What follows belongs to an exercise in optimizing a design on an open flow for small area, a short achievable clock period and few clock cycles per item; a production flow would make more cautious choices. Only simulation tests tie the RTL to the original design; equivalence was not proved. No activity file was given, so power comes from the tool's default toggle rates.

$ cat flow/design.v
`timescale 1ns/1ps
`default_nettype none
module mcp_top
(
    input  logic        clk,
    input  logic        rst,
    input  logic        start_req,
    output logic        start_ack,
    input  logic        host_we,
    input  logic [5:0]  host_addr,
    input  logic [15:0] host_wdata,
    output logic [15:0] host_rdata
);
    logic [15:0] mem [64];
    function automatic logic [15:0] csa_s(input logic [15:0] a, input logic [15:0] b,
                                          input logic [15:0] c);
        csa_s = a ^ b ^ c;
    endfunction
    function automatic logic [15:0] csa_c(input logic [15:0] a, input logic [15:0] b,
                                          input logic [15:0] c);
        logic [15:0] m;
        m = (a & b) | (a & c) | (b & c);
        csa_c = {m[14:0], 1'b0};
    endfunction
    logic [15:0] A [4];                     
    logic [15:0] B [4];                     
    logic [15:0] P [8];                     
    logic [15:0] csum [4];                  
    always_comb begin
        for (int i = 0; i < 4; i++) begin
            A[i] = mem[16 + i];
            B[i] = mem[20 + i];
        end
    end
    logic        job;
    logic [15:0] x [2];
    assign job = host_we & ~rst & (host_addr[5:3] == 3'b010);
    always_comb begin
        for (int m = 0; m < 2; m++) begin
            if (host_addr[2]) begin
                x[m] = A[{host_addr[0] ^ m[0], host_addr[1]}];
            end else begin
                x[m] = B[{host_addr[0], host_addr[1] ^ m[0]}];
            end
        end
    end
    logic [7:0] bneg, bone, btwo;
    always_comb begin
        for (int i = 0; i < 8; i++) begin
            logic lo;
            lo      = (i == 0) ? 1'b0 : host_wdata[2*i - 1];
            bneg[i] = host_wdata[2*i + 1];
            bone[i] = host_wdata[2*i] ^ lo;
            btwo[i] = (host_wdata[2*i + 1] & ~host_wdata[2*i] & ~lo)
                    | (~host_wdata[2*i + 1] & host_wdata[2*i] & lo);
        end
    end
    logic [15:0] s1 [2][6];
    logic [15:0] s1_q [2][6];
    logic [2:0]  job_w_q;
    logic        job_q;
    always_comb begin
        for (int m = 0; m < 2; m++) begin
            logic [15:0] row [8];
            for (int i = 0; i < 7; i++) begin
                logic [15:0] mg;
                mg = ({16{bone[i]}} & x[m]) | ({16{btwo[i]}} & {x[m][14:0], 1'b0});
                row[i] = (mg ^ {16{bneg[i]}}) << (2*i);
                if (i > 0) row[i][2*i - 2] = bneg[i - 1];
            end
            begin
                logic [1:0] m7;
                m7 = ({2{bone[7]}} & x[m][1:0]) | ({2{btwo[7]}} & {x[m][0], 1'b0});
                row[7] = '0;
                row[7][14] = m7[0];
                row[7][15] = m7[1] ^ (bneg[7] & m7[0]);
                row[7][12] = bneg[6];
            end
            s1[m][0] = csa_s(row[0], row[1], row[2]);
            s1[m][1] = csa_c(row[0], row[1], row[2]);
            s1[m][2] = csa_s(row[3], row[4], row[5]);
            s1[m][3] = csa_c(row[3], row[4], row[5]);
            s1[m][4] = row[6];
            s1[m][5] = row[7];
        end
    end
    always_ff @(posedge clk) begin
        job_q   <= job;
        job_w_q <= host_addr[2:0];
        for (int m = 0; m < 2; m++) begin
            for (int i = 0; i < 6; i++) s1_q[m][i] <= s1[m][i];
        end
    end
    logic [15:0] prod [2];
    always_comb begin
        for (int m = 0; m < 2; m++) begin
            logic [15:0] t0, t1, t2, t3, u0, u1, v0, v1;
            t0 = csa_s(s1_q[m][0], s1_q[m][1], s1_q[m][2]);
            t1 = csa_c(s1_q[m][0], s1_q[m][1], s1_q[m][2]);
            t2 = csa_s(s1_q[m][3], s1_q[m][4], s1_q[m][5]);
            t3 = csa_c(s1_q[m][3], s1_q[m][4], s1_q[m][5]);
            u0 = csa_s(t0, t1, t2);
            u1 = csa_c(t0, t1, t2);
            v0 = csa_s(u0, u1, t3);
            v1 = csa_c(u0, u1, t3);
            prod[m] = v0 + v1;
        end
    end
    always_ff @(posedge clk) begin
        for (int r = 0; r < 2; r++) begin
            for (int k = 0; k < 2; k++) begin
                for (int c = 0; c < 2; c++) begin
                    if (job_q && (job_w_q[2] ? (job_w_q[1] == k[0] && job_w_q[0] == c[0])
                                             : (job_w_q[1] == r[0] && job_w_q[0] == k[0]))) begin
                        P[4*r + 2*k + c] <= prod[r ^ c];
                    end
                end
            end
        end
    end
    always_comb begin
        for (int r = 0; r < 2; r++) begin
            for (int c = 0; c < 2; c++) begin
                csum[2*r + c] = P[4*r + c] + P[4*r + 2 + c];
            end
        end
    end
    always_ff @(posedge clk) begin
        if (rst) begin
            start_ack <= 1'b0;
        end else begin
            start_ack <= start_req;
        end
    end
    logic [7:0]  lsel, hsel;
    logic [15:0] rval [64];
    logic [15:0] grp [8];
    logic [15:0] rdata;
    always_comb begin
        for (int i = 0; i < 8; i++) begin
            lsel[i] = host_addr[2:0] == 3'(i);
            hsel[i] = host_addr[5:3] == 3'(i);
        end
        for (int i = 0; i < 64; i++) rval[i] = mem[i];
        for (int i = 0; i < 4; i++) begin
            if (start_ack) rval[24 + i] = csum[i];
        end
        rdata = '0;
        for (int g = 0; g < 8; g++) begin
            grp[g] = '0;
            for (int l = 0; l < 8; l++) grp[g] = grp[g] | (rval[8*g + l] & {16{lsel[l]}});
            rdata = rdata | (grp[g] & {16{hsel[g]}});
        end
    end
    always_ff @(posedge clk) begin
        for (int i = 0; i < 64; i++) begin
            if (i >= 24 && i < 28 && start_ack) begin
                mem[i] <= csum[i - 24];
            end else if (host_we && !rst && lsel[i % 8] && hsel[i / 8]) begin
                mem[i] <= host_wdata;
            end
        end
        host_rdata <= rdata;
    end
endmodule
`default_nettype wire
$ cat flow/run.sh
#!/bin/bash
# synth_recipe.tcl (not shown) runs the flow's synth.tcl, then flattens the netlist and writes it again
# the make line also repeats each setting of config.mk as NAME=value (left out here)
make -C /OpenROAD-flow-scripts/flow DESIGN_CONFIG=/design/flow/config.mk WORK_HOME=/design/flow/orfs CLKGATE_MAP_FILE= SYNTH_SCRIPT=/design/flow/synth_recipe.tcl finish
$ cat flow/config.mk
export PLATFORM = sky130hd
export DESIGN_NAME = mcp_top
export DESIGN_NICKNAME = mcp_top
export VERILOG_FILES = /design/flow/design.v
export SDC_FILE = /design/flow/constraint.sdc
export NUM_CORES = 4
export LEC_CHECK = 0
export ABC_CLOCK_PERIOD_IN_PS = 3000
export CAP_MARGIN = 20
export CORE_MARGIN = 2
export CORE_UTILIZATION = 40
export CTS_BUF_LIST = sky130_fd_sc_hd__clkbuf_8
export PLACE_DENSITY = 0.6
export SETUP_SLACK_MARGIN = 4.7
export SLEW_MARGIN = 20
export TNS_END_PERCENT = 20
$ cat flow/constraint.sdc
create_clock -name core_clock -period 8.0 [get_ports {clk}]
set_input_delay 1.6000 -clock core_clock [delete_from_list [all_inputs] [get_ports {clk}]]
set_output_delay 1.6000 -clock core_clock [all_outputs]
set_load 0.01 [all_outputs]
==> results of run 1 <==
## layout make-up
cell class	instances	area, µm²	share of cell area, %
clock inverters	159	825	1.21
clock buffers	233	3210	4.72
multi-input cells	2496	20800	30.7
repair buffers	250	3050	4.49
well taps	1903	2380	3.51
flip-flops and latches	1284	37300	54.9
repair inverters	1	8.76	0.0129
inverters	74	318	0.468
diodes	4	10.0	0.0147
## per-stage QoR
| stage | power [mW] | std cells | util (%) | cell area (µm²) | hold slack [ns] |
|---|---|---|---|---|---|
| 2_1_floorplan | 11.1 | 4145 | - | 58800 | 0.438 |
| 3_3_place_gp | 12.8 | 5878 | 42.3 | 60700 | 0.500 |
| 3_5_place_dp | 12.8 | 5879 | 42.3 | 60700 | 0.501 |
| 4_1_cts | 18.7 | 6343 | 46.4 | 66600 | 0.530 |
| 5_1_grt | 20.2 | 6401 | 47.3 | 67900 | 0.541 |
| 6_report | 19.5 | 6404 | 47.3 | 67900 | 0.529 |
## synthesized netlist by cell type, types with 12 or more instances
library cell	count	area, µm²
edfxtp_1	1152	34600
nand2_1	297	1110
nor2_1	283	1060
a22oi_1	264	1980
a21oi_1	194	971
o21ai_0	166	831
clkbuf_1	136	510
dfxtp_1	132	2640
ha_1	126	1580
a221oi_1	114	998
xnor2_1	102	893
buf_2	85	425
fa_1	80	1600
inv_1	70	263
mux2i_1	68	681
mux4_2	63	1420
o22ai_1	60	375
o221ai_1	54	473
mux2_2	48	541
a22o_1	44	385
a21o_1	41	308
o211ai_1	39	293
a31oi_1	33	206
a222oi_1	32	320
buf_1	30	113
buf_4	29	218
nand2b_1	27	169
nand3_1	27	135
xor2_1	27	236
nor3_1	26	130
a41oi_1	22	193
nand4_1	19	119
nor2b_1	19	119
or2_2	18	113
a221o_1	16	160
buf_6	15	169
o21bai_1	13	97.6
a211oi_1	12	90.1
o311ai_0	12	105
## sequential cells by signal, indices dropped and copies added, names as in the netlist
register / cells
mem: 1024
P: 128
s1_q: 111
host_rdata: 16
job_w_q: 3
job_q: 1
start_ack: 1
## per-layer routing
metal	global-route usage, %	vias to the layer above
li1	-	16800
met1	35.5	20300
met2	39.6	2571
met3	7.62	449
met4	8.31	8
met5	0	-
## what timing repair did
| action | in CTS | in global routing |
|---|---|---|
| setup endpoints to repair | 1167 | 758 |
| endpoints found under the hold margin | 0 | 0 |
| setup buffers | 52 | 41 |
| pin swaps | 28 | 53 |
| resized for setup | 172 | 119 |
| cloned | 20 | 14 |
## where the power goes
| part | switching, mW | leakage, nW | internal (mW) |
|---|---|---|---|
| Clock | 2.76 | 2.37 | 2.79 |
| Combinational | 3.42 | 9.26 | 2.23 |
| Sequential | 0.153 | 11.5 | 8.19 |
| Total | 6.33 | 23.1 | 13.2 |
## worst register-to-register path, stage by stage (launching register included)
cell      delay (ns)
dfxtp_1         0.42
fa_1            0.48
fa_1            0.52
ha_4            0.30
ha_4            0.21
a21o_1          0.20
a21oi_4         0.18
o21ai_2         0.09
o21ai_1         0.12
nand2b_1        0.08
a21oi_2         0.22
o21ai_2         0.09
xnor2_2         0.14
buf_6           0.15
## worst paths after layout
kind	to
worst max-delay path	mem[41][10]
worst min-delay path	P[2][0]
worst max register to register	P[4][15]
worst min register to register	P[2][0]
## logic make-up (layout without fill, tap and decap cells)
family                   Yosys count  after routing  share of synthesized area, %
adder cells (fa/ha/maj)          208            208                          5.52
flip-flops                      1284           1284                          64.2
buffers and inverters            372            717                          3.04
other                              0              4                             0
XOR/XNOR                         129            129                          1.95
multiplexers                     183            183                          4.68
AO/OA/AOI/OAI                   1202           1208                          14.8
AND/OR/NAND/NOR                  767            768                          5.76
==> qor.txt, run 1 <==
status -> finished clean
die height -> 385 µm
Num CTS Buffers -> 210
Filler cells -> 12.5k
VDD IR max -> 0.521 mV
RSZ-0062 raised after global routing -> true
GR Util All Layers -> 25.9%
commonest non-fill, non-tap cells in the layout -> edfxtp_1 (1152), nand2_1 (284), a22oi_1 (264)
P_leak -> 23.1 nW
initial antenna violation count -> 12
vias per cell -> 6.26
Critical-path top delay cell -> nor2_4
syn nets -> 4377
Top delay family on crit path -> simple AND/OR/NAND/NOR gates
Power Dens Cells -> 288 nW/µm²
top sig layer -> met5
Port-buffer cells -> 42
clock sink count -> 1284
CP Launch Type -> input pin
post-synthesis sequential area ratio -> 64.2%
Final Setup Violations -> 0
largest net degree at the start of global routing -> 93
max_slew headroom -> 13.8%
# rows -> 139
EDFF count, synth -> 1152
Area Growth Syn to Fin -> 17.1%
final setup margin -> 4.49 ns
cell mode on critical path -> buf_16
WL/cell -> 31.2 µm
clock root cell -> clkbuf_8
Worst Hold Class -> reg -> reg
worst reg2reg startpoint -> s1_q[6][7]
layout cells sized above 1 -> 20.3%
# IOs -> 43
Worst-Margin Slew -> 1.29 ns
Starting Density -> 40.4%
WL met2 -> 89900 µm
Max Freq -> 0.285 GHz
die area -> 148000 µm²
DRT iter0 DRCs -> 6134
first-pass GRT wire length -> 276000 µm
CTS H-tree lvls -> 4
Syn. warnings -> 14
period utilization -> 43.8%
max-slew violations -> 0
crit path DAT -> 4.07 ns
Hold Crit Start -> s1_q[0][0]
Vias -> 40.1k
Critical Path Stages -> 6
Die Width -> 385 µm
Max Fanout on Critical Path -> 33
clk slew on worst S/H paths -> 0.06 ns
setup TNS -> 0 ns
nets -> 4549
Crit path largest cell delay -> 0.59 ns
Worst R2R Path Depth -> 13
crit path from -> host_addr[2]
Synth cell types -> 90
critical path endpoint category -> register
met1 WL -> 78300 µm
post-synthesis area per instance -> 14.0 µm²
Critical Path RT -> 8.56 ns
final wirelength -> 200000 µm
router iterations before antenna repair -> 7
hold path depth -> 0
number of global-route vias before repair -> 37.7k
final antenna-violating net count -> 0
CTS Buffer Depth -> 3
Residual DRC -> 0
Crit Path Class -> in -> reg
Post-Route Skew -> 0.0642 ns
gr ovfl total -> 0
most common cell after layout, fill and taps aside -> edfxtp_1
cells along the critical path -> buf_16 -> buf_16 -> nor3_4 -> buf_6 -> nand2_4 -> nor2_4
max-cap violations -> 0
CTS Hold Bufs -> 0
dpl ws -> 2.02 ns
CTS tree -> done
DP Wirelength -> 114000 µm
Final Hold Vio Count -> 0
core area -> 144000 µm²
post-route minimum period -> 3.51 ns
routed length on met3 -> 24600 µm
clock latency (worst-skew pair) -> 0.97 ns
number of synthesized register bits -> 1284
Async S/R FF share, synth -> 0%
R2R Setup Slk -> 4.57 ns
Syn Std Cell Area -> 58000 µm²
commonest register cell after synthesis -> edfxtp_1
worst path bufs/invs -> 3
GP Congestion -> 0.880
Synth Instances -> 4145
Testbench counts, summed over its fixed seeds: cycles 832, runs 64.
==> inputs of run 2 (changes only) <==
--- a/flow/config.mk
+++ b/flow/config.mk
@@ -5,7 +5,7 @@
 export SDC_FILE = /design/flow/constraint.sdc
 export NUM_CORES = 4
 export LEC_CHECK = 0
-export ABC_CLOCK_PERIOD_IN_PS = 3000
+export ABC_AREA = 1
 export CAP_MARGIN = 20
 export CORE_MARGIN = 2
 export CORE_UTILIZATION = 40
==> qor.txt, run 2 <==
Final Hold Vio Count -> 0
RSZ-0062 raised after global routing -> true
Crit path largest cell delay -> 0.56 ns
Max Freq -> 0.282 GHz
Finished Core Util -> 46.9%
Async S/R FF share, synth -> 0%
CTS Buffer Depth -> 3
largest net degree at the start of global routing -> 110
GP Congestion -> 0.886
commonest non-fill, non-tap cells in the layout -> nand2_1 (1340), edfxtp_1 (1152), inv_1 (350)
Top reg by flops -> mem
sw power -> 7.81 mW
Synth top area share -> 60.7%
synth top area cells -> edfxtp_1 (61%), nand2_1 (9.0%), dfxtp_1 (4.6%)
Synth Instances -> 4930
post-synthesis area per instance -> 11.6 µm²
syn nets -> 5162
core area -> 141000 µm²
status -> finished clean
max_slew headroom -> 26.4%
nets -> 5369
P_leak -> 24.4 nW
area leader, netlist -> edfxtp_1
Post-Route Skew -> 0.0603 ns
clock root cell -> clkbuf_8
initial antenna violation count -> 6
post-synthesis sequential area ratio -> 65.4%
cells along the critical path -> clkdlybuf4s50_1
worst path bufs/invs -> 1
sequential power share -> 38.9%
number of synthesized register bits -> 1284
GR Util All Layers -> 24.3%
post-route minimum period -> 3.54 ns
WL/cell -> 25.0 µm
Worst-Margin Slew -> 1.10 ns
period utilization -> 44.3%
CTS Hold Bufs -> 0
crit path DAT -> 1.94 ns
switching part of the total -> 35.4%
Internal -> 14.3 mW
max-slew violations -> 0
Critical Path RT -> 6.40 ns
# rows -> 138
EDFF count, synth -> 1152
Max Fanout on Critical Path -> 1
gr ovfl total -> 0
Num CTS Buffers -> 204
Starting Density -> 40.3%
most common cell after layout, fill and taps aside -> nand2_1
router iterations before antenna repair -> 7
vias per cell -> 5.64
final wirelength -> 180000 µm
CP Launch Type -> register
layout cells sized above 1 -> 13.4%
Area Growth Syn to Fin -> 16.3%
DP Wirelength -> 112000 µm
clk slew on worst S/H paths -> 0.07 ns
Hold WS -> 0.500 ns
Syn. warnings -> 14
commonest register cell after synthesis -> edfxtp_1
CTS H-tree lvls -> 4
clock sink count -> 1284
clock latency (worst-skew pair) -> 0.98 ns
max-cap violations -> 0
Worst Hold Class -> reg -> reg
clock group share of total power -> 25.3%
Final Setup Violations -> 0
critical path endpoint category -> output pin
Die Width -> 381 µm
first-pass GRT wire length -> 261000 µm
Filler cells -> 12.5k
Largest regs -> mem: 1024 flops, P: 128 flops, s1_q: 111 flops
top-count cell post-synth -> nand2_1
die area -> 145000 µm²
setup TNS -> 0 ns
die height -> 381 µm
Logic pwr share -> 35.9%
flip-flop count of the largest register after layout -> 1024
CTS tree -> done
Critical-path top delay cell -> clkdlybuf4s50_1
VDD IR max -> 0.725 mV
Syn Std Cell Area -> 57000 µm²
Power Dens Cells -> 333 nW/µm²
Synth cell types -> 52
number of global-route vias before repair -> 38.3k
Residual DRC -> 0
Port-buffer cells -> 42
total power -> 22.1 mW
Crit Path Class -> reg -> out
top cells by count, synth -> nand2_1 (1373), edfxtp_1 (1152), inv_1 (296)
Vias -> 40.6k
# IOs -> 43
DRT iter0 DRCs -> 5041
Top delay family on crit path -> buffers and inverters
final antenna-violating net count -> 0
-- run 2: changes by cell type in the layout (fill, tap and decap cells not counted), moves of 72 or more --
cell / before / now
a22oi_1: 264 / 23
inv_1: 148 / 350
nand2_1: 284 / 1340
nand3_1: 27 / 205
nand4_1: 19 / 148
nor2_1: 217 / 145
xor2_1: 24 / 134
-- run 2: kinds of logic (layout without fill, tap and decap cells) --
group,after synthesis,count (layout),share of synthesized area (%)
AOI/OAI and AO/OA,728,728,7.99
other,0,3,0
xor gates and xnor gates,172,172,2.64
adders and majority gates,206,206,5.58
DFF,1284,1284,65.4
and+or+nand+nor,2023,2024,14.8
buffers and inverters,517,896,3.61
-- run 2: metrics by stage --
| stage | std cells | cell area [µm²] | setup slack [ns] |
|---|---|---|---|
| 2_1_floorplan | 4930 | 57800 | 4.54 |
| 3_3_place_gp | 6716 | 60200 | 2.05 |
| 3_5_place_dp | 6716 | 60200 | 2.02 |
| 4_1_cts | 7173 | 65500 | 4.41 |
| 5_1_grt | 7202 | 66300 | 4.43 |
| 6_report | 7203 | 66300 | 4.46 |
-- run 2: final cells by class --
class | instances | area [µm²] | share of cell area, %
Clock buffer | 212 | 2920 | 4.40
Timing Repair inverter | 3 | 22.5 | 0.0340
Antenna cell | 3 | 7.51 | 0.0113
Multi-Input combinational cell | 3130 | 19100 | 28.9
Inverter | 307 | 1210 | 1.82
Sequential cell | 1284 | 37300 | 56.2
Timing Repair Buffer | 207 | 2270 | 3.43
Tap cell | 1890 | 2360 | 3.57
Clock inverter | 167 | 1090 | 1.65
-- run 2: path summary, 6_finish.rpt --
path	from	end	slack [ns]	cells after the start
hold reg to reg	s1_q[0][0]	P[0][0]	0.50	0
setup / recovery	host_rdata[7]	host_rdata[7]	4.46	1
hold / removal	s1_q[0][0]	P[0][0]	0.50	0
setup reg to reg	s1_q[0][11]	P[7][14]	4.66	12
-- run 2: timing repair --
action	4_1_cts	5_1_grt
setup buffers	74	27
cloned	4	0
pin swaps	39	46
setup endpoints to repair	1205	790
resized for setup	106	91
-- run 2: layer usage --
metal | vias up | track usage [%] | share of wire (%)
met1 | 20100 | 34.6 | 42
li1 | 18000 | - | -
met4 | 2 | 7.93 | 3.1
met3 | 338 | 4.76 | 10
met5 | - | 0 | 0.011
met2 | 2212 | 37.3 | 45
-- run 2: power by group through the flow --
stage	clock [mW]	sequential [mW]	combinational, mW
3_5_place_dp	0	8.72	5.62
6_report	5.58	8.58	7.92
4_1_cts	5.63	8.59	5.87
5_1_grt	5.92	8.60	8.46
3_3_place_gp	0	8.72	5.53
2_1_floorplan	0	8.67	3.34
==> inputs of run 3 (changes only) <==
--- a/flow/config.mk
+++ b/flow/config.mk
@@ -8,9 +8,9 @@
 export ABC_AREA = 1
 export CAP_MARGIN = 20
 export CORE_MARGIN = 2
-export CORE_UTILIZATION = 40
+export CORE_UTILIZATION = 55
 export CTS_BUF_LIST = sky130_fd_sc_hd__clkbuf_8
-export PLACE_DENSITY = 0.6
-export SETUP_SLACK_MARGIN = 4.7
+export PLACE_DENSITY = 0.7
+export SETUP_SLACK_MARGIN = 4.5
 export SLEW_MARGIN = 20
-export TNS_END_PERCENT = 20
+export TNS_END_PERCENT = 40
==> qor.txt, run 3 <==
layer with the highest usage -> met2
DRT iter0 DRCs -> 6400
Worst Hold Class -> reg -> reg
number of global-route vias before repair -> 38.4k
Vias -> 41.2k
max-cap violations -> 0
Worst-Margin Slew -> 1.15 ns
Port-buffer cells -> 42
CTS H-tree lvls -> 4
status -> finished clean
nets -> 5351
met2 usage -> 48.5%
# IOs -> 43
Critical-path top delay cell -> o21ai_0
Hold WS -> 0.529 ns
final wirelength -> 174000 µm
period utilization -> 46.0%
Syn. warnings -> 14
met1 Usage GRT -> 44.9%
Post-Route Skew -> 0.0804 ns
Top reg by flops -> mem
max_slew headroom -> 22.8%
cell mode on critical path -> nand2_1
CTS Hold Bufs -> 0
met3 Track Usage GR -> 7.12%
router iterations before antenna repair -> 6
clock latency (worst-skew pair) -> 0.92 ns
cells along the critical path -> buf_4 -> inv_2 -> nand2_8 -> buf_12 -> nor2_4 -> clkbuf_16 -> nand2_1 -> o2111ai_1 -> o21ai_0 -> nand3_1 -> nor2_1 -> nand2_1
most common cell after layout, fill and taps aside -> nand2_1
Num CTS Buffers -> 197
crit path DAT -> 4.47 ns
Max Freq -> 0.271 GHz
EDFF count, synth -> 1152
Crit path largest cell delay -> 0.82 ns
Max Fanout on Critical Path -> 29
CTS tree -> done
syn nets -> 5162
clk slew on worst S/H paths -> 0.06 ns
largest net degree at the start of global routing -> 74
top cells by count, synth -> nand2_1 (1373), edfxtp_1 (1152), inv_1 (296)
post-synthesis sequential area ratio -> 65.4%
area leader, netlist -> edfxtp_1
number of synthesized register bits -> 1284
setup TNS -> 0 ns
initial antenna violation count -> 10
GP Congestion -> 0.906
Power Dens Cells -> 303 nW/µm²
Final Hold Vio Count -> 0
Final Setup Violations -> 0
commonest register cell after synthesis -> edfxtp_1
Async S/R FF share, synth -> 0%
post-route minimum period -> 3.68 ns
CP Launch Type -> input pin
first-pass GRT wire length -> 249000 µm
commonest non-fill, non-tap cells in the layout -> nand2_1 (1348), edfxtp_1 (1152), inv_1 (362)
Synth Instances -> 4930
clock sink count -> 1284
Syn Std Cell Area -> 57000 µm²
die area -> 106000 µm²
die height -> 326 µm
flip-flop count of the largest register after layout -> 1024
Die Width -> 326 µm
Area Growth Syn to Fin -> 13.9%
top-count cell post-synth -> nand2_1
GR Util All Layers -> 31.9%
P_leak -> 24.2 nW
vias per cell -> 6.18
layout cells sized above 1 -> 11.7%
Critical Path RT -> 8.78 ns
final antenna-violating net count -> 0
# rows -> 118
RSZ-0062 raised after global routing -> true
Synth cell types -> 52
Crit Path Class -> in -> reg
Residual DRC -> 0
Starting Density -> 55.3%
critical path endpoint category -> register
DP Wirelength -> 106000 µm
Largest regs -> mem: 1024 flops, P: 128 flops, s1_q: 111 flops
Synth top area share -> 60.7%
VDD IR max -> 0.547 mV
max-slew violations -> 0
gr ovfl total -> 0
core area -> 103000 µm²
post-synthesis area per instance -> 11.6 µm²
synth top area cells -> edfxtp_1 (61%), nand2_1 (9.0%), dfxtp_1 (4.6%)
clock root cell -> clkbuf_8
CTS Buffer Depth -> 3
WL/cell -> 26.1 µm
## run 3: area by class of cell
class	instances	area, µm²
fill	7836	38200
sequential	1284	37200
multi-input combinational	3131	18700
clock buffer	204	2810
timing repair buffer	194	2310
tap	1380	1730
inverter	307	1200
clock inverter	150	881
timing repair inverter	4	30.0
antenna	3	7.51
## run 3: cells by family (layout without fill, tap and decap cells)
family,count (synthesis),count (layout),share of synthesized area [%]
AO/OA/AOI/OAI,728,728,7.99
XOR/XNOR,172,172,2.64
adder cells (fa/ha/maj),206,206,5.58
buffers and inverters,517,859,3.61
flip-flops,1284,1284,65.4
other,0,3,0
AND/OR/NAND/NOR,2023,2025,14.8
## run 3: worst paths after layout
kind                startpoint  slack (ns)        endpoint  cells after the start
setup / recovery  host_addr[1]        4.32  host_rdata[13]                     12
hold / removal      s1_q[0][0]        0.53         P[2][0]                      0
setup reg to reg   s1_q[6][13]        4.57        P[1][15]                     10
hold reg to reg     s1_q[0][0]        0.53         P[2][0]                      0
## run 3: repair_timing
item,in CTS,in global routing
gates resized for setup,93,83
pin swaps,30,18
endpoints found under the setup margin,1057,792
cloned,3,5
setup buffers,53,26
## run 3: worst max-delay path, delay by kind of cell
kind	cells	cell delay, ns
buffers and inverters	4	0.89
and+or+nand+nor	6	0.93
AOI/OAI and AO/OA	2	1.00
## run 3: where the power goes
part / internal (mW) / switching [mW] / leakage (nW)
Sequential: 8.44 / 0.149 / 11.5
Clock: 2.55 / 2.61 / 2.15
Combinational: 1.97 / 3.96 / 10.5
## run 3: stage by stage
| stage | std cells | worst slack, ns | total power [mW] | util, % | area (µm²) |
|---|---|---|---|---|---|
| 6_report | 6657 | 4.32 | 19.7 | 63.0 | 64900 |
| 5_1_grt | 6655 | 4.38 | 20.5 | 62.9 | 64900 |
| 4_1_cts | 6622 | 4.16 | 19.1 | 62.2 | 64100 |
| 3_5_place_dp | 6212 | 2.16 | 14.0 | 57.6 | 59300 |
| 3_3_place_gp | 6211 | 2.31 | 13.9 | 57.6 | 59300 |
| 2_1_floorplan | 4930 | 4.28 | 12.0 | - | 57400 |
## run 3: layer usage
metal | vias to the layer above | routed length [µm]
met5 | - | 64
met4 | 6 | 7490
met3 | 471 | 22900
met2 | 2855 | 77300
met1 | 19900 | 65800
li1 | 17900 | -
==> inputs of run 4 (changes only) <==
--- a/flow/config.mk
+++ b/flow/config.mk
@@ -11,6 +11,6 @@
 export CORE_UTILIZATION = 55
 export CTS_BUF_LIST = sky130_fd_sc_hd__clkbuf_8
 export PLACE_DENSITY = 0.7
-export SETUP_SLACK_MARGIN = 4.5
+export SETUP_SLACK_MARGIN = 4.6
 export SLEW_MARGIN = 20
-export TNS_END_PERCENT = 40
+export TNS_END_PERCENT = 5
==> qor.txt, run 4 <==
most common cell after layout, fill and taps aside -> nand2_1
VDD IR max -> 0.665 mV
largest net degree at the start of global routing -> 114
GR Util All Layers -> 31.4%
Top delay family on crit path -> simple AND/OR/NAND/NOR gates
clock latency (worst-skew pair) -> 0.90 ns
Die Width -> 326 µm
# IOs -> 43
post-synthesis sequential area ratio -> 65.4%
R2R Setup Slk -> 4.50 ns
Syn Std Cell Area -> 57000 µm²
DRT iter0 DRCs -> 5999
Async S/R FF share, synth -> 0%
final std cells w/o fill -> 6647
worst reg2reg startpoint -> s1_q[6][10]
GP Congestion -> 0.940
max-slew violations -> 0
critical path endpoint category -> register
commonest register cell after synthesis -> edfxtp_1
P_leak -> 24.1 nW
EDFF count, synth -> 1152
Crit path largest cell delay -> 0.75 ns
clock sink count -> 1284
Critical Path RT -> 8.51 ns
Synth cell types -> 52
Synth top area share -> 60.7%
compound-cell area share of the yosys netlist -> 7.99%
Worst R2R Path Depth -> 10
final wirelength -> 170000 µm
layout cells sized above 1 -> 11.9%
router iterations before antenna repair -> 8
Critical-path top delay cell -> nor2_4
gr ovfl total -> 0
Critical Path Stages -> 5
XOR/XNOR share of the synthesized area -> 2.64%
clk slew on worst S/H paths -> 0.06 ns
first-pass GRT wire length -> 247000 µm
Starting Density -> 55.3%
WL/cell -> 25.6 µm
nets -> 5340
Worst Hold Class -> reg -> reg
Port-buffer cells -> 42
area leader, netlist -> edfxtp_1
flip-flop count of the largest register after layout -> 1024
clock root cell -> clkbuf_8
crit path DAT -> 4.13 ns
top cells by count, synth -> nand2_1 (1373), edfxtp_1 (1152), inv_1 (296)
max-cap violations -> 0
top-count cell post-synth -> nand2_1
Worst-Margin Slew -> 1.31 ns
final antenna-violating net count -> 0
Synth Instances -> 4930
Crit Path Class -> in -> reg
Max Freq -> 0.276 GHz
die area -> 106000 µm²
max_slew headroom -> 11.4%
Placed Cells -> 6217
combinational family with the most area after synthesis -> simple AND/OR/NAND/NOR gates
cell mode on critical path -> nor2_4
Critical Path End -> mem[23][10]
syn nets -> 5162
vias per cell -> 6.13
Final Setup Violations -> 0
post-synthesis area per instance -> 11.6 µm²
post-route minimum period -> 3.62 ns
Num CTS Buffers -> 199
Final Hold Vio Count -> 0
die height -> 326 µm
status -> finished clean
crit path from -> host_we
Post-Route Skew -> 0.0452 ns
Filler cells -> 7890
CP Launch Type -> input pin
hold path depth -> 0
CTS H-tree lvls -> 4
Top reg by flops -> mem
Hold WS -> 0.476 ns
initial antenna violation count -> 5
# rows -> 118
setup TNS -> 0 ns
Max Fanout on Critical Path -> 16
CTS tree -> done
Vias -> 40.7k
Syn. warnings -> 14
DP Wirelength -> 104000 µm
number of synthesized register bits -> 1284
period utilization -> 45.3%
synth top area cells -> edfxtp_1 (61%), nand2_1 (9.0%), dfxtp_1 (4.6%)
post-synthesis simple-gate area fraction -> 14.8%
core area -> 103000 µm²
reg2reg end -> P[1][11]
Power Dens Cells -> 314 nW/µm²
commonest non-fill, non-tap cells in the layout -> nand2_1 (1343), edfxtp_1 (1152), inv_1 (357)
CTS Hold Bufs -> 0
cells along the critical path -> clkdlybuf4s50_1 -> inv_1 -> nor2_4 -> nand2_2 -> nor2_4
worst path bufs/invs -> 2
Synth Area in Adders -> 5.58%
Area Growth Syn to Fin -> 13.5%
Largest regs -> mem: 1024 flops, P: 128 flops, s1_q: 111 flops
RSZ-0062 raised after global routing -> true
number of global-route vias before repair -> 38.2k
CTS Buffer Depth -> 3
post-synthesis mux area share -> 0%
Residual DRC -> 0
run 4: cell counts after synthesis:
Identical to the previous run, type by type.
run 4: where the power goes:
part | total (mW) | internal [mW] | switching (mW) | leakage, nW
clock network | 5.24 | 2.64 | 2.59 | 2.20
logic | 6.50 | 2.25 | 4.25 | 10.4
registers | 8.58 | 8.44 | 0.135 | 11.5
run 4: kinds of logic after synthesis:
family	Yosys count
AOI/OAI and AO/OA	728
xor gates and xnor gates	172
adders and majority gates	206
buffers and inverters	517
DFF	1284
and+or+nand+nor	2023
run 4: repair_timing:
action                     in CTS  in global routing
buffers inserted               25                 34
setup endpoints to repair    1175               1004
cloned                          5                  6
pin swaps                      17                 24
resized for setup              76                 72
run 4: cell type report:
class | count | area (µm²) | share of cell area [%]
Antenna cell | 1 | 2.50 | 0.00387
Clock buffer | 218 | 3000 | 4.64
Clock inverter | 141 | 778 | 1.20
Inverter | 307 | 1210 | 1.87
Multi-Input combinational cell | 3131 | 18800 | 29.1
Sequential cell | 1284 | 37200 | 57.6
Tap cell | 1380 | 1730 | 2.67
Timing Repair Buffer | 180 | 1880 | 2.90
Timing Repair inverter | 5 | 37.5 | 0.0581
run 4: routing by layer:
| metal | vias to the layer above | GRT usage [%] | wire (µm) |
|---|---|---|---|
| li1 | 17900 | - | - |
| met3 | 406 | 5.91 | 20300 |
| met2 | 2697 | 47.7 | 76700 |
| met1 | 19700 | 45.3 | 66700 |
| met4 | 0 | 11.9 | 6450 |
| met5 | - | 0 | 0 |
run 4: worst register-to-register path, stage by stage (launching register included):
cell     delay [ns]
dfxtp_1        0.32
fa_1           0.54
inv_1          0.05
fa_1           0.48
inv_1          0.04
ha_1           0.27
ha_1           0.37
a21oi_1        0.16
o21ai_0        0.13
a21oi_1        0.24
xor2_1         0.61
run 4: worst min-delay path by stage:
stage | start | endpoint | slack [ns]
after floorplan | s1_q[0][0] | P[0][0] | 0.44
after global placement | s1_q[0][0] | P[7][0] | 0.45
after detailed placement | s1_q[0][0] | P[0][0] | 0.47
after CTS | s1_q[0][0] | P[2][0] | 0.48
after global routing | s1_q[0][0] | P[2][0] | 0.49
final | s1_q[0][0] | P[2][0] | 0.48
run 4: through the flow:
step	util, %	worst slack (ns)	area, µm²	power [mW]
after floorplan	-	4.49	57700	12.0
after global placement	57.7	2.26	59500	14.0
after CTS	62.0	4.38	63900	19.4
after detailed placement	57.7	2.45	59500	14.1
after global routing	62.7	4.37	64700	21.2
final	62.7	4.38	64700	20.3
==> inputs of run 5 (changes only) <==
--- a/flow/config.mk
+++ b/flow/config.mk
@@ -6,11 +6,11 @@
 export NUM_CORES = 4
 export LEC_CHECK = 0
 export ABC_AREA = 1
-export CAP_MARGIN = 20
+export CAP_MARGIN = 10
 export CORE_MARGIN = 2
 export CORE_UTILIZATION = 55
 export CTS_BUF_LIST = sky130_fd_sc_hd__clkbuf_8
 export PLACE_DENSITY = 0.7
 export SETUP_SLACK_MARGIN = 4.6
-export SLEW_MARGIN = 20
+export SLEW_MARGIN = 10
 export TNS_END_PERCENT = 5
==> qor.txt, run 5 <==
Critical Path RT -> 8.75 ns
die height -> 326 µm
top-count cell post-synth -> nand2_1
CTS Buffer Depth -> 3
VDD IR max -> 0.644 mV
WL/cell -> 25.6 µm
Worst-Margin Slew -> 1.27 ns
max-cap violations -> 0
most common cell after layout, fill and taps aside -> nand2_1
nets -> 5330
RSZ-0062 raised after global routing -> true
max_slew headroom -> 14.2%
area leader, netlist -> edfxtp_1
CTS Hold Bufs -> 0
crit path DAT -> 4.40 ns
Synth Instances -> 4930
Final Setup Violations -> 0
Starting Density -> 55.3%
Logic pwr share -> 31.3%
die area -> 106000 µm²
number of global-route vias before repair -> 38.2k
status -> finished clean
Port-buffer cells -> 42
critical path endpoint category -> register
period utilization -> 45.6%
final antenna-violating net count -> 0
CTS H-tree lvls -> 4
max-slew violations -> 0
Synth top area share -> 60.7%
initial antenna violation count -> 7
GP Congestion -> 0.940
Top reg by flops -> mem
Post-Route Skew -> 0.0469 ns
Final Hold Vio Count -> 0
DRT iter0 DRCs -> 5699
Area Growth Syn to Fin -> 13.4%
combinational family with the most area after synthesis -> simple AND/OR/NAND/NOR gates
switching part of the total -> 34.3%
compound-cell area share of the yosys netlist -> 7.99%
clock latency (worst-skew pair) -> 0.90 ns
Internal -> 13.2 mW
post-synthesis area per instance -> 11.6 µm²
Synth Area in Adders -> 5.58%
flip-flop count of the largest register after layout -> 1024
Die Width -> 326 µm
vias per cell -> 6.11
clock group share of total power -> 26.0%
Filler cells -> 7805
# rows -> 118
core area -> 103000 µm²
Multi-input gate area -> 18700 µm²
post-synthesis sequential area ratio -> 65.4%
router iterations before antenna repair -> 8
CP Launch Type -> input pin
layout cells sized above 1 -> 11.5%
# IOs -> 43
Async S/R FF share, synth -> 0%
CTS tree -> done
top cells by count, synth -> nand2_1 (1373), edfxtp_1 (1152), inv_1 (296)
clk slew on worst S/H paths -> 0.06 ns
clock sink count -> 1284
Max Fanout on Critical Path -> 58
first-pass GRT wire length -> 249000 µm
sequential power share -> 42.7%
Worst Hold Class -> reg -> reg
EDFF count, synth -> 1152
XOR/XNOR share of the synthesized area -> 2.64%
final wirelength -> 170000 µm
Synth cell types -> 52
DP Wirelength -> 104000 µm
commonest register cell after synthesis -> edfxtp_1
Register Area -> 37200 µm²
sw power -> 6.88 mW
clock root cell -> clkbuf_8
Syn. warnings -> 14
commonest non-fill, non-tap cells in the layout -> nand2_1 (1348), edfxtp_1 (1152), inv_1 (354)
Vias -> 40.5k
post-synthesis mux area share -> 0%
post-route minimum period -> 3.65 ns
Power Dens Cells -> 311 nW/µm²
synth top area cells -> edfxtp_1 (61%), nand2_1 (9.0%), dfxtp_1 (4.6%)
number of synthesized register bits -> 1284
post-synthesis simple-gate area fraction -> 14.8%
Syn Std Cell Area -> 57000 µm²
Crit Path Class -> in -> reg
Largest regs -> mem: 1024 flops, P: 128 flops, s1_q: 111 flops
setup TNS -> 0 ns
Num CTS Buffers -> 198
P_leak -> 24.0 nW
Residual DRC -> 0
largest net degree at the start of global routing -> 114
GR Util All Layers -> 31.7%
Max Freq -> 0.274 GHz
syn nets -> 5162
total power -> 20.1 mW
gr ovfl total -> 0
==> run 5: stage by stage <==
step / setup WS, ns / hold slack (ns) / cell area [µm²] / util (%) / instances
final: 4.35 / 0.490 / 64600 / 62.7 / 6636
after global routing: 4.36 / 0.500 / 64600 / 62.7 / 6636
after CTS: 4.34 / 0.484 / 64100 / 62.2 / 6614
after detailed placement: 2.25 / 0.469 / 59500 / 57.7 / 6217
after global placement: 2.26 / 0.452 / 59500 / 57.7 / 6217
after floorplan: 4.49 / 0.438 / 57700 / - / 4930
==> run 5: critical path, cell delays in order <==
cell        delay, ns
buf_6            0.37
inv_1            0.28
nor2_2           0.43
clkinvlp_4       0.52
o22ai_1          0.32
xor2_1           0.33
fa_1             0.47
==> run 5: path summary, 6_finish.rpt <==
kind                            cells past startpoint  slack [ns]          start     endpoint
worst max-delay path                                7        4.35  host_wdata[1]  s1_q[6][10]
worst min-delay path                                0        0.49     s1_q[0][0]      P[5][0]
worst max register to register                      8        4.56    s1_q[9][14]     P[3][15]
worst min register to register                      0        0.49     s1_q[0][0]      P[5][0]
==> run 5: power by group through the flow <==
stage                     registers [mW]  clock network (mW)  logic (mW)
final                               8.58                5.21        6.29
after global routing                8.59                5.52        6.83
after CTS                           8.58                5.23        5.48
after detailed placement            8.72                   0        5.39
after global placement              8.72                   0        5.27
after floorplan                     8.67                   0        3.33
==> run 5: metal layers <==
layer  up-vias  GRT usage, %  routed length, µm
li1      17900             -                  -
met1     19500          45.1              66200
met2      2682          47.6              75700
met3       414          7.26              20600
met4         8          13.1               7240
met5         -             0                 65
==> run 5: kinds of logic after synthesis <==
group | after synthesis
adders and majority gates | 206
buffers and inverters | 517
and+or+nand+nor | 2023
AOI/OAI and AO/OA | 728
xor gates and xnor gates | 172
DFF | 1284
==> run 5: layout make-up <==
cell class,count,area share [%]
Clock inverter,135,1.07
Inverter,307,1.87
Multi-Input combinational cell,3132,29.0
Tap cell,1380,2.67
Timing Repair Buffer,171,2.92
Antenna cell,1,0.00388
Clock buffer,222,4.73
Timing Repair inverter,4,0.0465
Sequential cell,1284,57.7
==> run 5: repair_timing <==
action,in CTS,in global routing
pin swaps,22,14
buffers inserted,31,20
gates cloned,9,1
gates resized for setup,93,45
endpoints found under the setup margin,1188,930
==> inputs of run 6 (changes only) <==
--- a/flow/config.mk
+++ b/flow/config.mk
@@ -13,4 +13,4 @@
 export PLACE_DENSITY = 0.7
 export SETUP_SLACK_MARGIN = 4.6
 export SLEW_MARGIN = 10
-export TNS_END_PERCENT = 5
+export TNS_END_PERCENT = 0
==> qor.txt, run 6 <==
die height -> 326 µm
core area -> 103000 µm²
Synth cell types -> 52
gr ovfl total -> 0
switching part of the total -> 34.0%
GR Util All Layers -> 32.3%
Internal -> 13.3 mW
Die Width -> 326 µm
dpl ws -> 2.29 ns
top cells by count, synth -> nand2_1 (1373), edfxtp_1 (1152), inv_1 (296)
most common cell after layout, fill and taps aside -> nand2_1
P_leak -> 24.0 nW
max_slew headroom -> 22.0%
CTS tree -> done
Final Hold Vio Count -> 0
Num CTS Buffers -> 199
post-synthesis area per instance -> 11.6 µm²
initial antenna violation count -> 12
Synth Instances -> 4930
status -> finished clean
Worst-Margin Slew -> 1.17 ns
Finished Core Util -> 62.5%
crit path DAT -> 4.53 ns
clock latency (worst-skew pair) -> 0.93 ns
WL met2 -> 75600 µm
Multi-input gate area -> 18600 µm²
final antenna-violating net count -> 0
Starting Density -> 55.3%
max-slew violations -> 0
GP Congestion -> 0.945
Register Area -> 37200 µm²
Port-buffer cells -> 42
post-route minimum period -> 3.75 ns
Syn. warnings -> 14
period utilization -> 46.9%
clk slew on worst S/H paths -> 0.07 ns
Synth top area share -> 60.7%
vias per cell -> 6.14
Max Fanout on Critical Path -> 54
max-cap violations -> 0
CTS H-tree lvls -> 4
die area -> 106000 µm²
top-count cell post-synth -> nand2_1
final wirelength -> 173000 µm
CP Launch Type -> input pin
DRT iter0 DRCs -> 6049
Residual DRC -> 0
Post-Route Skew -> 0.0640 ns
nets -> 5318
Max Freq -> 0.266 GHz
first-pass GRT wire length -> 253000 µm
flip-flop count of the largest register after layout -> 1024
sequential power share -> 42.7%
CTS Hold Bufs -> 0
Filler cells -> 7993
number of synthesized register bits -> 1284
layout cells sized above 1 -> 10.9%
critical path endpoint category -> register
clock root cell -> clkbuf_8
router iterations before antenna repair -> 6
# rows -> 118
total power -> 20.1 mW
synth top area cells -> edfxtp_1 (61%), nand2_1 (9.0%), dfxtp_1 (4.6%)
setup TNS -> 0 ns
final setup margin -> 4.25 ns
Top reg by flops -> mem
met1 WL -> 65800 µm
commonest non-fill, non-tap cells in the layout -> nand2_1 (1349), edfxtp_1 (1152), inv_1 (359)
RSZ-0062 raised after global routing -> true
Critical Path RT -> 8.78 ns
Area Growth Syn to Fin -> 13.1%
clock group share of total power -> 27.7%
Worst Hold Class -> reg -> reg
Logic pwr share -> 29.6%
area leader, netlist -> edfxtp_1
WL/cell -> 26.0 µm
Syn Std Cell Area -> 57000 µm²
Crit Path Class -> in -> reg
Vias -> 40.7k
top sig layer -> met5
Largest regs -> mem: 1024 flops, P: 128 flops, s1_q: 111 flops
EDFF count, synth -> 1152
Final Setup Violations -> 0
# IOs -> 43
routed length on met3 -> 22500 µm
sw power -> 6.85 mW
Power Dens Cells -> 312 nW/µm²
number of global-route vias before repair -> 38.6k
VDD IR max -> 0.613 mV
largest net degree at the start of global routing -> 73
CTS Buffer Depth -> 3
Async S/R FF share, synth -> 0%
DP Wirelength -> 109000 µm
post-synthesis sequential area ratio -> 65.4%
clock sink count -> 1284
syn nets -> 5162
commonest register cell after synthesis -> edfxtp_1
[run 6: cell families after synthesis]
logic type      after synthesis  synth area share [%]
compound gates              728                  7.99
flops                      1284                  65.4
fa+ha+maj                   206                  5.58
buf+inv                     517                  3.61
xor+xnor                    172                  2.64
simple gates               2023                  14.8
[run 6: path summary, 6_finish.rpt]
path                              startpoint        endpoint  slack (ns)  depth (start not counted)
worst min register to register    s1_q[6][0]         P[3][0]        0.53                          0
worst max register to register   s1_q[6][10]        P[1][11]        4.48                         10
worst max-delay path            host_addr[1]  host_rdata[11]        4.25                         11
worst min-delay path              s1_q[6][0]         P[3][0]        0.53                          0
[run 6: critical path: stages]
cell	delay (ns)
clkdlybuf4s15_2	0.45
nor2_4	0.14
nand2_4	0.32
inv_6	0.32
buf_4	0.34
nand2_1	0.14
o2111ai_1	0.14
o21ai_0	0.70
nand3_1	0.15
nor2_1	0.14
nand2_1	0.06
[run 6: power by group through the flow]
stage          Sequential [mW]  Clock, mW  Combinational (mW)
6_report                  8.59       5.57                5.96
5_1_grt                   8.61       5.87                6.53
4_1_cts                   8.59       5.59                5.61
3_5_place_dp              8.73          0                5.47
3_3_place_gp              8.73          0                5.35
2_1_floorplan             8.67          0                3.33
[run 6: final cells by class]
| class | instances | area share [%] |
|---|---|---|
| diodes | 3 | 0.0117 |
| well taps | 1380 | 2.68 |
| repair inverters | 2 | 0.0233 |
| inverters | 307 | 1.85 |
| clock inverters | 156 | 1.76 |
| flip-flops and latches | 1284 | 57.8 |
| multi-input cells | 3133 | 28.9 |
| repair buffers | 159 | 2.46 |
| clock buffers | 211 | 4.51 |
[run 6: through the flow]
step                      area, µm²  cells  hold WS [ns]
after global placement        59500   6221         0.496
after floorplan               57600   4930         0.438
after CTS                     64200   6625         0.530
after global routing          64400   6634         0.547
after detailed placement      59500   6221         0.505
final                         64400   6635         0.526
[run 6: timing repair]
action	CTS	global route
gates resized for setup	60	27
cloned	8	1
setup endpoints to repair	1197	1178
pin swaps	22	6
setup buffers	29	6
[run 6: per-layer routing]
metal,GRT usage (%),vias to the layer above
met1,45.1,19600
met4,15.2,8
met3,8.14,475
li1,-,17900
met5,0,-
met2,48.0,2765
==> inputs of run 7 (changes only) <==
==> flow/flow/run.sh (new file) <==
#!/bin/bash
# The standard layout (standard.sh, unchanged synthesis), except that the
# input and output port buffers are buf_4 cells instead of the delay-cell
# buffer that buffer_ports picks on its own.
# make's output goes to flow_make.log here; each tool's log is under orfs/logs.
set -euo pipefail
export BUFFER_PORTS_ARGS="-buffer_cell sky130_fd_sc_hd__buf_4"
bash standard.sh finish > flow_make.log 2>&1
==> flow/standard.sh (new file) <==
#!/bin/bash
# synth_recipe.tcl (not shown) runs the flow's synth.tcl, then flattens the netlist and writes it again
# the make line also repeats each setting of config.mk as NAME=value (left out here)
make -C /OpenROAD-flow-scripts/flow DESIGN_CONFIG=/design/flow/config.mk WORK_HOME=/design/flow/orfs CLKGATE_MAP_FILE= SYNTH_SCRIPT=/design/flow/synth_recipe.tcl "${@:-finish}"
--- a/flow/config.mk
+++ b/flow/config.mk
@@ -6,11 +6,11 @@
 export NUM_CORES = 4
 export LEC_CHECK = 0
 export ABC_AREA = 1
-export CAP_MARGIN = 10
+export CAP_MARGIN = 20
 export CORE_MARGIN = 2
 export CORE_UTILIZATION = 55
 export CTS_BUF_LIST = sky130_fd_sc_hd__clkbuf_8
 export PLACE_DENSITY = 0.7
 export SETUP_SLACK_MARGIN = 4.6
-export SLEW_MARGIN = 10
-export TNS_END_PERCENT = 0
+export SLEW_MARGIN = 20
+export TNS_END_PERCENT = 5
removed: flow/run.sh
==> qor.txt, run 7 <==
flip-flop count of the largest register after layout -> 1024
critical path endpoint category -> register
Synth cell types -> 52
core area -> 103000 µm²
Final Hold Vio Count -> 0
# IOs -> 43
Port-buffer cells -> 42
final antenna-violating net count -> 0
vias per cell -> 6.10
CP Launch Type -> input pin
largest net degree at the start of global routing -> 101
Final Cell Area -> 64800 µm²
Largest regs -> mem: 1024 flops, P: 128 flops, s1_q: 111 flops
Vias -> 40.6k
cells along the critical path -> buf_4 -> nand2_2 -> buf_8 -> inv_2 -> nand2_2 -> inv_6 -> buf_4 -> nand2_1 -> nand4_1 -> o21ai_0 -> nand4_1 -> nor2_1 -> nand2_1
Die Width -> 326 µm
final wirelength -> 170000 µm
Worst-Margin Slew -> 1.15 ns
commonest register cell after synthesis -> edfxtp_1
met3 Track Usage GR -> 6.53%
clock sink count -> 1284
CTS Buffer Depth -> 3
die area -> 106000 µm²
final setup margin -> 4.43 ns
Async S/R FF share, synth -> 0%
GR Util All Layers -> 31.4%
final std cells w/o fill -> 6647
EDFF count, synth -> 1152
dpl ws -> 3.10 ns
Worst R2R Path Depth -> 9
Placed Cells -> 6207
first-pass GRT wire length -> 247000 µm
Multi-input gate area -> 18800 µm²
crit path DAT -> 4.36 ns
period utilization -> 44.6%
met1 Usage GRT -> 45.2%
post-synthesis area per instance -> 11.6 µm²
P_leak -> 24.2 nW
status -> finished clean
Syn. warnings -> 14
post-route minimum period -> 3.57 ns
CTS tree -> done
die height -> 326 µm
reg2reg end -> P[3][15]
CTS H-tree lvls -> 4
Area Growth Syn to Fin -> 13.8%
Register Area -> 37200 µm²
# rows -> 118
Final Setup Violations -> 0
Critical-path top delay cell -> buf_4
Area after DPL -> 59300 µm²
top-count cell post-synth -> nand2_1
Crit Path Class -> in -> reg
GP Congestion -> 0.926
post-synthesis sequential area ratio -> 65.4%
Max Fanout on Critical Path -> 49
syn nets -> 5162
crit path from -> host_addr[0]
router iterations before antenna repair -> 6
Starting Density -> 55.3%
Critical Path End -> host_rdata[5]
max_slew headroom -> 23.4%
layer with the highest usage -> met2
nets -> 5325
clock root cell -> clkbuf_8
most common cell after layout, fill and taps aside -> nand2_1
max-cap violations -> 0
RSZ-0062 raised after global routing -> true
VDD IR max -> 0.648 mV
Power Dens Cells -> 325 nW/µm²
Critical Path RT -> 8.78 ns
top cells by count, synth -> nand2_1 (1373), edfxtp_1 (1152), inv_1 (296)
clock latency (worst-skew pair) -> 0.91 ns
setup TNS -> 0 ns
gr ovfl total -> 0
Top reg by flops -> mem
DP Wirelength -> 104000 µm
max-slew violations -> 0
R2R Setup Slk -> 4.53 ns
Syn Std Cell Area -> 57000 µm²
DRT iter0 DRCs -> 5592
Synth Instances -> 4930
area leader, netlist -> edfxtp_1
clk slew on worst S/H paths -> 0.06 ns
synth top area cells -> edfxtp_1 (61%), nand2_1 (9.0%), dfxtp_1 (4.6%)
Residual DRC -> 0
Filler cells -> 7844
Post-Route Skew -> 0.0511 ns
layout cells sized above 1 -> 12.5%
initial antenna violation count -> 4
Num CTS Buffers -> 201
Crit path largest cell delay -> 0.36 ns
Synth top area share -> 60.7%
number of synthesized register bits -> 1284
met2 usage -> 47.4%
Max Freq -> 0.280 GHz
worst reg2reg startpoint -> s1_q[7][14]
number of global-route vias before repair -> 38.3k
WL/cell -> 25.6 µm
Worst Hold Class -> reg -> reg
commonest non-fill, non-tap cells in the layout -> nand2_1 (1343), edfxtp_1 (1152), inv_1 (351)
## run 7: cell counts after synthesis
Identical to the previous run, type by type.
## run 7: area by class of cell
class / instances / share of cell area [%]
antenna: 1 / 0.00386
clock buffer: 225 / 4.78
clock inverter: 151 / 1.59
inverter: 307 / 1.86
multi-input combinational: 3130 / 29.0
sequential: 1284 / 57.4
tap: 1380 / 2.66
timing repair buffer: 165 / 2.67
timing repair inverter: 4 / 0.0463
## run 7: report_power, final
part,internal (mW),switching [mW],total (mW)
Combinational,2.40,4.47,6.87
Clock,2.99,2.66,5.65
Sequential,8.44,0.141,8.58
Total,13.8,7.27,21.1
## run 7: cells by family (layout without fill, tap and decap cells)
kind of cell	count (synthesis)	in the layout	synth area share, %
compound gates	728	728	7.99
xor+xnor	172	172	2.64
fa+ha+maj	206	206	5.58
buf+inv	517	852	3.61
flops	1284	1284	65.4
other cells	0	1	0
simple gates	2023	2024	14.8
## run 7: layer usage
metal / share of wire [%] / vias to the layer above
li1: - / 17900
met1: 40 / 19700
met2: 44 / 2623
met3: 12 / 392
met4: 3.9 / 6
met5: 0.021 / -
## run 7: critical path, delay by kind of cell
kind,cells,cell delay [ns]
buf+inv,5,1.17
compound gates,1,0.34
simple gates,7,1.19
## run 7: worst min-delay path by stage
| stage | start | endpoint | slack, ns | depth (start not counted) |
|---|---|---|---|---|
| 3_3_place_gp | s1_q[6][0] | P[1][0] | 0.47 | 0 |
| 5_1_grt | s1_q[0][0] | P[2][0] | 0.50 | 0 |
| 6_report | s1_q[6][0] | P[3][0] | 0.49 | 0 |
| 2_1_floorplan | s1_q[0][0] | P[0][0] | 0.44 | 0 |
| 3_5_place_dp | s1_q[0][0] | P[5][0] | 0.48 | 0 |
| 4_1_cts | s1_q[0][0] | P[2][0] | 0.50 | 0 |
## run 7: through the flow
| step | util [%] | hold WS (ns) | power (mW) |
|---|---|---|---|
| after detailed placement | 57.6 | 0.478 | 14.2 |
| after global routing | 62.9 | 0.502 | 21.9 |
| final | 62.9 | 0.493 | 21.1 |
| after floorplan | - | 0.438 | 12.0 |
| after CTS | 61.9 | 0.497 | 19.8 |
| after global placement | 57.6 | 0.470 | 14.0 |
## run 7: timing repair
action | in CTS | in global routing
gates resized for setup | 47 | 90
cloned | 2 | 3
pin swaps | 9 | 41
endpoints found under the setup margin | 864 | 900
hold buffers | 0 | 0
setup buffers | 9 | 49
==> inputs of run 8 (changes only) <==
==> flow/flow/run.sh (replaced) <==
#!/bin/bash
# The standard layout (standard.sh), with two ORFS settings changed:
#  - the input and output port buffers are buf_4 cells, not the delay-cell
#    buffer that buffer_ports picks on its own;
#  - ADDER_MAP_FILE is empty, so synthesis leaves adders as plain gates for
#    abc instead of mapping them to full/half adder cells.
# make's output goes to flow_make.log here; each tool's log is under orfs/logs.
set -euo pipefail
export BUFFER_PORTS_ARGS="-buffer_cell sky130_fd_sc_hd__buf_4"
bash standard.sh ADDER_MAP_FILE= finish > flow_make.log 2>&1
==> qor.txt, run 8 <==
status -> finished clean
# rows -> 119
post-route minimum period -> 3.66 ns
final antenna-violating net count -> 0
Crit Path Class -> in -> reg
die area -> 109000 µm²
core area -> 106000 µm²
Residual DRC -> 0
Async S/R FF share, synth -> 0%
vias per cell -> 6.05
gr ovfl total -> 0
WL/cell -> 24.2 µm
worst reg2reg startpoint -> start_ack
DP Wirelength -> 111000 µm
CTS Hold Bufs -> 0
clock sink count -> 1284
Starting Density -> 55.5%
max-slew violations -> 0
# IOs -> 43
GP Congestion -> 0.915
RSZ-0062 raised after global routing -> true
VDD IR max -> 0.201 mV
commonest non-fill, non-tap cells in the layout -> nand2_1 (1717), edfxtp_1 (1152), inv_1 (607)
CTS H-tree lvls -> 4
first-pass GRT wire length -> 263000 µm
CTS tree -> done
Synth cell types -> 58
flip-flop count of the largest register after layout -> 1024
Max Freq -> 0.273 GHz
Port-buffer cells -> 42
DRT iter0 DRCs -> 5890
commonest register cell after synthesis -> edfxtp_1
number of global-route vias before repair -> 42.0k
Vias -> 45.0k
Die Width -> 330 µm
Synth top area share -> 59.0%
Post-Route Skew -> 0.0701 ns
max_slew headroom -> 20.8%
die height -> 330 µm
period utilization -> 45.7%
post-synthesis area per instance -> 10.2 µm²
Synth Instances -> 5755
Max Fanout on Critical Path -> 41
Worst R2R Path Depth -> 9
Num CTS Buffers -> 199
Final Cell Area -> 65500 µm²
post-synthesis sequential area ratio -> 63.5%
Worst Hold Class -> reg -> reg
Worst-Margin Slew -> 1.19 ns
hold path depth -> 0
area leader, netlist -> edfxtp_1
final wirelength -> 180000 µm
syn nets -> 5781
Syn Std Cell Area -> 58600 µm²
top cells by count, synth -> nand2_1 (1737), edfxtp_1 (1152), inv_1 (539)
most common cell after layout, fill and taps aside -> nand2_1
CP Launch Type -> input pin
Area after DPL -> 60900 µm²
Hold Crit Start -> s1_q[0][0]
number of synthesized register bits -> 1284
Top reg by flops -> mem
Area Growth Syn to Fin -> 11.8%
nets -> 5890
Final Setup Violations -> 0
Largest regs -> mem: 1024 flops, P: 128 flops, s1_q: 111 flops
initial antenna violation count -> 11
crit path DAT -> 4.17 ns
layout cells sized above 1 -> 9.21%
EDFF count, synth -> 1152
router iterations before antenna repair -> 6
setup TNS -> 0 ns
clk slew on worst S/H paths -> 0.06 ns
synth top area cells -> edfxtp_1 (59%), nand2_1 (11%), dfxtp_1 (4.5%)
clock root cell -> clkbuf_8
Power Dens Cells -> 258 nW/µm²
top-count cell post-synth -> nand2_1
largest net degree at the start of global routing -> 117
crit path from -> host_addr[2]
GR Util All Layers -> 32.6%
Syn. warnings -> 14
P_leak -> 25.8 nW
Critical Path RT -> 8.51 ns
CTS Buffer Depth -> 3
Final Hold Vio Count -> 0
clock latency (worst-skew pair) -> 0.93 ns
critical path endpoint category -> register
max-cap violations -> 0
run 8: cells by family after synthesis:
group / count (synthesis) / synth area share, %
AND/OR/NAND/NOR: 2576 / 17.8
flip-flops: 1284 / 63.5
AO/OA/AOI/OAI: 940 / 10.7
buffers and inverters: 767 / 5.13
XOR/XNOR: 187 / 2.79
adder cells (fa/ha/maj): 1 / 0.0171
run 8: power breakdown:
| part | leakage, nW | switching [mW] | internal (mW) |
|---|---|---|---|
| clock | 2.27 | 2.66 | 2.71 |
| combinational | 12.1 | 2.61 | 1.02 |
| sequential | 11.5 | 0.127 | 7.79 |
run 8: layer usage:
layer,GRT usage (%),part of all wire (%)
met1,45.3,39
met2,50.2,44
met3,7.19,12
met4,13.0,4.0
met5,0,0.032
run 8: critical path, cell delays in order:
cell	delay [ns]
buf_12	0.23
clkinv_8	0.17
buf_4	0.27
nor2_4	0.33
buf_4	0.49
nand2_4	0.34
nor2_4	0.65
run 8: per-stage QoR:
stage               utilization (%)  setup WS, ns  std cells  hold WS, ns  power (mW)
finish                         62.1          4.34       7434        0.528        16.9
global route                   62.1          4.29       7432        0.547        17.7
CTS                            61.9          4.33       7418        0.518        16.9
detailed placement             57.7          1.99       7033        0.530        11.6
global placement               57.7          2.22       7033        0.514        11.5
floorplan                         -          4.45       5755        0.438        10.4
run 8: what timing repair did:
item | in CTS | in global routing
pin swaps | 7 | 8
gates cloned | 3 | 2
endpoints found under the setup margin | 1111 | 888
buffers inserted | 7 | 9
resized for setup | 90 | 22
run 8: cell type report:
class,instances,area [µm²]
Clock buffer,219,3010
Tap cell,1391,1740
Sequential cell,1284,37200
Timing Repair inverter,3,20.0
Inverter,559,2170
Clock inverter,156,881
Timing Repair Buffer,113,1170
Fill cell,8343,40000
Antenna cell,5,12.5
Multi-Input combinational cell,3704,19300
run 8: worst paths after layout:
path | end | slack, ns
worst max-delay path | mem[39][6] | 4.34
worst min-delay path | P[7][0] | 0.53
worst max register to register | host_rdata[2] | 4.51
worst min register to register | P[7][0] | 0.53
==> inputs of run 9 (changes only) <==
==> flow/run.sh (new file) <==
#!/bin/bash
# synth_recipe.tcl (not shown) runs the flow's synth.tcl, then flattens the netlist and writes it again
# the make line also repeats each setting of config.mk as NAME=value (left out here)
make -C /OpenROAD-flow-scripts/flow DESIGN_CONFIG=/design/flow/config.mk WORK_HOME=/design/flow/orfs CLKGATE_MAP_FILE= SYNTH_SCRIPT=/design/flow/synth_recipe.tcl finish
--- a/flow/config.mk
+++ b/flow/config.mk
@@ -8,9 +8,9 @@
 export ABC_AREA = 1
 export CAP_MARGIN = 20
 export CORE_MARGIN = 2
-export CORE_UTILIZATION = 55
+export CORE_UTILIZATION = 47
 export CTS_BUF_LIST = sky130_fd_sc_hd__clkbuf_8
-export PLACE_DENSITY = 0.7
-export SETUP_SLACK_MARGIN = 4.6
+export PLACE_DENSITY = 0.65
+export SETUP_SLACK_MARGIN = 4.7
 export SLEW_MARGIN = 20
-export TNS_END_PERCENT = 5
+export TNS_END_PERCENT = 20
removed: flow/flow/run.sh
removed: flow/standard.sh
==> qor.txt, run 9 <==
Critical Path RT -> 8.55 ns
# rows -> 127
number of global-route vias before repair -> 38.2k
syn nets -> 5162
largest net degree at the start of global routing -> 97
top-count cell post-synth -> nand2_1
commonest register cell after synthesis -> edfxtp_1
synth top area cells -> edfxtp_1 (61%), nand2_1 (9.0%), dfxtp_1 (4.6%)
Synth Instances -> 4930
clock sink count -> 1284
crit path DAT -> 4.15 ns
most common cell after layout, fill and taps aside -> nand2_1
clock group share of total power -> 25.2%
P_leak -> 24.3 nW
Max Fanout on Critical Path -> 18
commonest non-fill, non-tap cells in the layout -> nand2_1 (1339), edfxtp_1 (1152), inv_1 (344)
first-pass GRT wire length -> 256000 µm
post-synthesis sequential area ratio -> 65.4%
WL/cell -> 25.5 µm
crit path from -> host_addr[4]
total power -> 21.5 mW
EDFF count, synth -> 1152
Die Width -> 352 µm
final antenna-violating net count -> 0
critical path endpoint category -> register
nets -> 5350
post-route minimum period -> 3.60 ns
status -> finished clean
cells along the critical path -> clkdlybuf4s50_1 -> inv_1 -> nor3_2 -> buf_4 -> inv_1 -> nor2_4
Top reg by flops -> mem
GR Util All Layers -> 27.8%
cell mode on critical path -> inv_1
switching part of the total -> 35.3%
Hold Crit Start -> s1_q[0][0]
RSZ-0062 raised after global routing -> true
flip-flop count of the largest register after layout -> 1024
clock latency (worst-skew pair) -> 0.94 ns
worst reg2reg startpoint -> s1_q[8][11]
Largest regs -> mem: 1024 flops, P: 128 flops, s1_q: 111 flops
Placed Cells -> 6447
setup TNS -> 0 ns
die area -> 124000 µm²
Syn Std Cell Area -> 57000 µm²
Synth top area share -> 60.7%
final wirelength -> 176000 µm
router iterations before antenna repair -> 7
DP Wirelength -> 109000 µm
Num CTS Buffers -> 205
gr ovfl total -> 0
Worst R2R Path Depth -> 12
Vias -> 40.7k
final std cells w/o fill -> 6906
Area Growth Syn to Fin -> 15.2%
Syn. warnings -> 14
die height -> 352 µm
max_slew headroom -> 24.5%
CTS H-tree lvls -> 4
VDD IR max -> 0.750 mV
post-synthesis area per instance -> 11.6 µm²
final setup margin -> 4.40 ns
Starting Density -> 47.4%
# IOs -> 43
max-cap violations -> 0
sequential power share -> 40.0%
Synth cell types -> 52
Crit Path Class -> in -> reg
period utilization -> 45.0%
max-slew violations -> 0
worst path bufs/invs -> 4
reg2reg end -> P[4][15]
Post-Route Skew -> 0.0644 ns
Worst-Margin Slew -> 1.13 ns
vias per cell -> 5.90
Critical-path top delay cell -> clkdlybuf4s50_1
layout cells sized above 1 -> 13.2%
Internal -> 13.9 mW
Worst Hold Class -> reg -> reg
hold path depth -> 0
initial antenna violation count -> 8
DRT iter0 DRCs -> 5324
Residual DRC -> 0
Async S/R FF share, synth -> 0%
Finished Core Util -> 54.6%
R2R Setup Slk -> 4.63 ns
GP Congestion -> 0.910
Max Freq -> 0.278 GHz
top cells by count, synth -> nand2_1 (1373), edfxtp_1 (1152), inv_1 (296)
CTS Buffer Depth -> 3
Worst Hold End -> P[5][0]
area leader, netlist -> edfxtp_1
clock root cell -> clkbuf_8
Crit path largest cell delay -> 0.78 ns
clk slew on worst S/H paths -> 0.06 ns
Final Setup Violations -> 0
Logic pwr share -> 34.9%
sw power -> 7.59 mW
Top delay family on crit path -> buffers and inverters
Port-buffer cells -> 42
Final Hold Vio Count -> 0
Power Dens Cells -> 327 nW/µm²
CP Launch Type -> input pin
core area -> 120000 µm²
number of synthesized register bits -> 1284
dpl ws -> 2.06 ns
CTS tree -> done
[run 9: changes by cell type after synthesis, moves of 21 or more]
cell      change
nand3_1      -62
nand2_1     -364
inv_1       -243
nor2_1      -175
ha_1        +126
fa_1         +80
o211ai_1     -21
a22oi_1      -34
nand4_1      +76
a221oi_1     -65
o21ai_0      -34
[run 9: cell families after synthesis]
kind of cell / synth area share, %
flip-flops: 65.4
buffers and inverters: 3.61
AND/OR/NAND/NOR: 14.8
adder cells (fa/ha/maj): 5.58
AO/OA/AOI/OAI: 7.99
XOR/XNOR: 2.64
[run 9: area by class of cell]
class	count	area (µm²)
multi-input cells	3129	19100
repair buffers	188	2060
repair inverters	3	22.5
clock inverters	161	891
flip-flops and latches	1284	37300
clock buffers	219	3010
well taps	1612	2020
inverters	307	1250
diodes	3	7.51
fillers	10100	54500
[run 9: timing repair]
item                                    in CTS  in global routing
resized for setup                          113                 89
buffers inserted                            43                 27
endpoints found under the setup margin    1205                784
endpoints found under the hold margin        0                  0
hold buffers                                 0                  0
pin swaps                                   21                 44
cloned                                       6                  0
[run 9: how the worst max path moves through the flow]
stage                     endpoint  depth (start not counted)
floorplan              s1_q[2][10]                         12
global placement     host_rdata[4]                         12
detailed placement   host_rdata[4]                         12
CTS                 host_rdata[15]                          1
global route           mem[20][11]                          6
finish                  mem[20][6]                          6
[run 9: through the flow]
stage | hold WS (ns) | area (µm²)
3_5_place_dp | 0.518 | 59900
6_report | 0.549 | 65600
4_1_cts | 0.558 | 64800
5_1_grt | 0.579 | 65600
3_3_place_gp | 0.501 | 59900
2_1_floorplan | 0.438 | 57800
[run 9: metal layers]
layer  global-route usage, %  wire (µm)  up-vias
li1                        -          -    18000
met1                    40.0      71600    19900
met2                    41.8      77900     2464
met3                    6.11      20200      355
met4                    9.70       6170        6
met5                       0         53        -
[run 9: power by group through the flow]
stage / Combinational (mW) / Sequential, mW / Clock [mW]
floorplan: 3.34 / 8.67 / 0
global placement: 5.40 / 8.72 / 0
detailed placement: 5.54 / 8.73 / 0
CTS: 5.73 / 8.59 / 5.45
global route: 8.13 / 8.61 / 5.72
finish: 7.49 / 8.59 / 5.40
[run 9: worst reg2reg max path: cells and delay by family, from the launching register on]
family                   cells  cell delay, ns
XOR/XNOR                     1            0.31
flip-flops                   1            0.33
buffers and inverters        3            0.18
AO/OA/AOI/OAI                2            0.40
adder cells (fa/ha/maj)      4            1.83
AND/OR/NAND/NOR              2            0.10

Check on run 9: ideal ports give 4.398 ns setup slack; a clkbuf_16 on the clock port and buf_2 on the inputs give 4.363 ns; moving port delays by the midpoint clock arrival (0.982 ns) as well gives 3.381 ns.
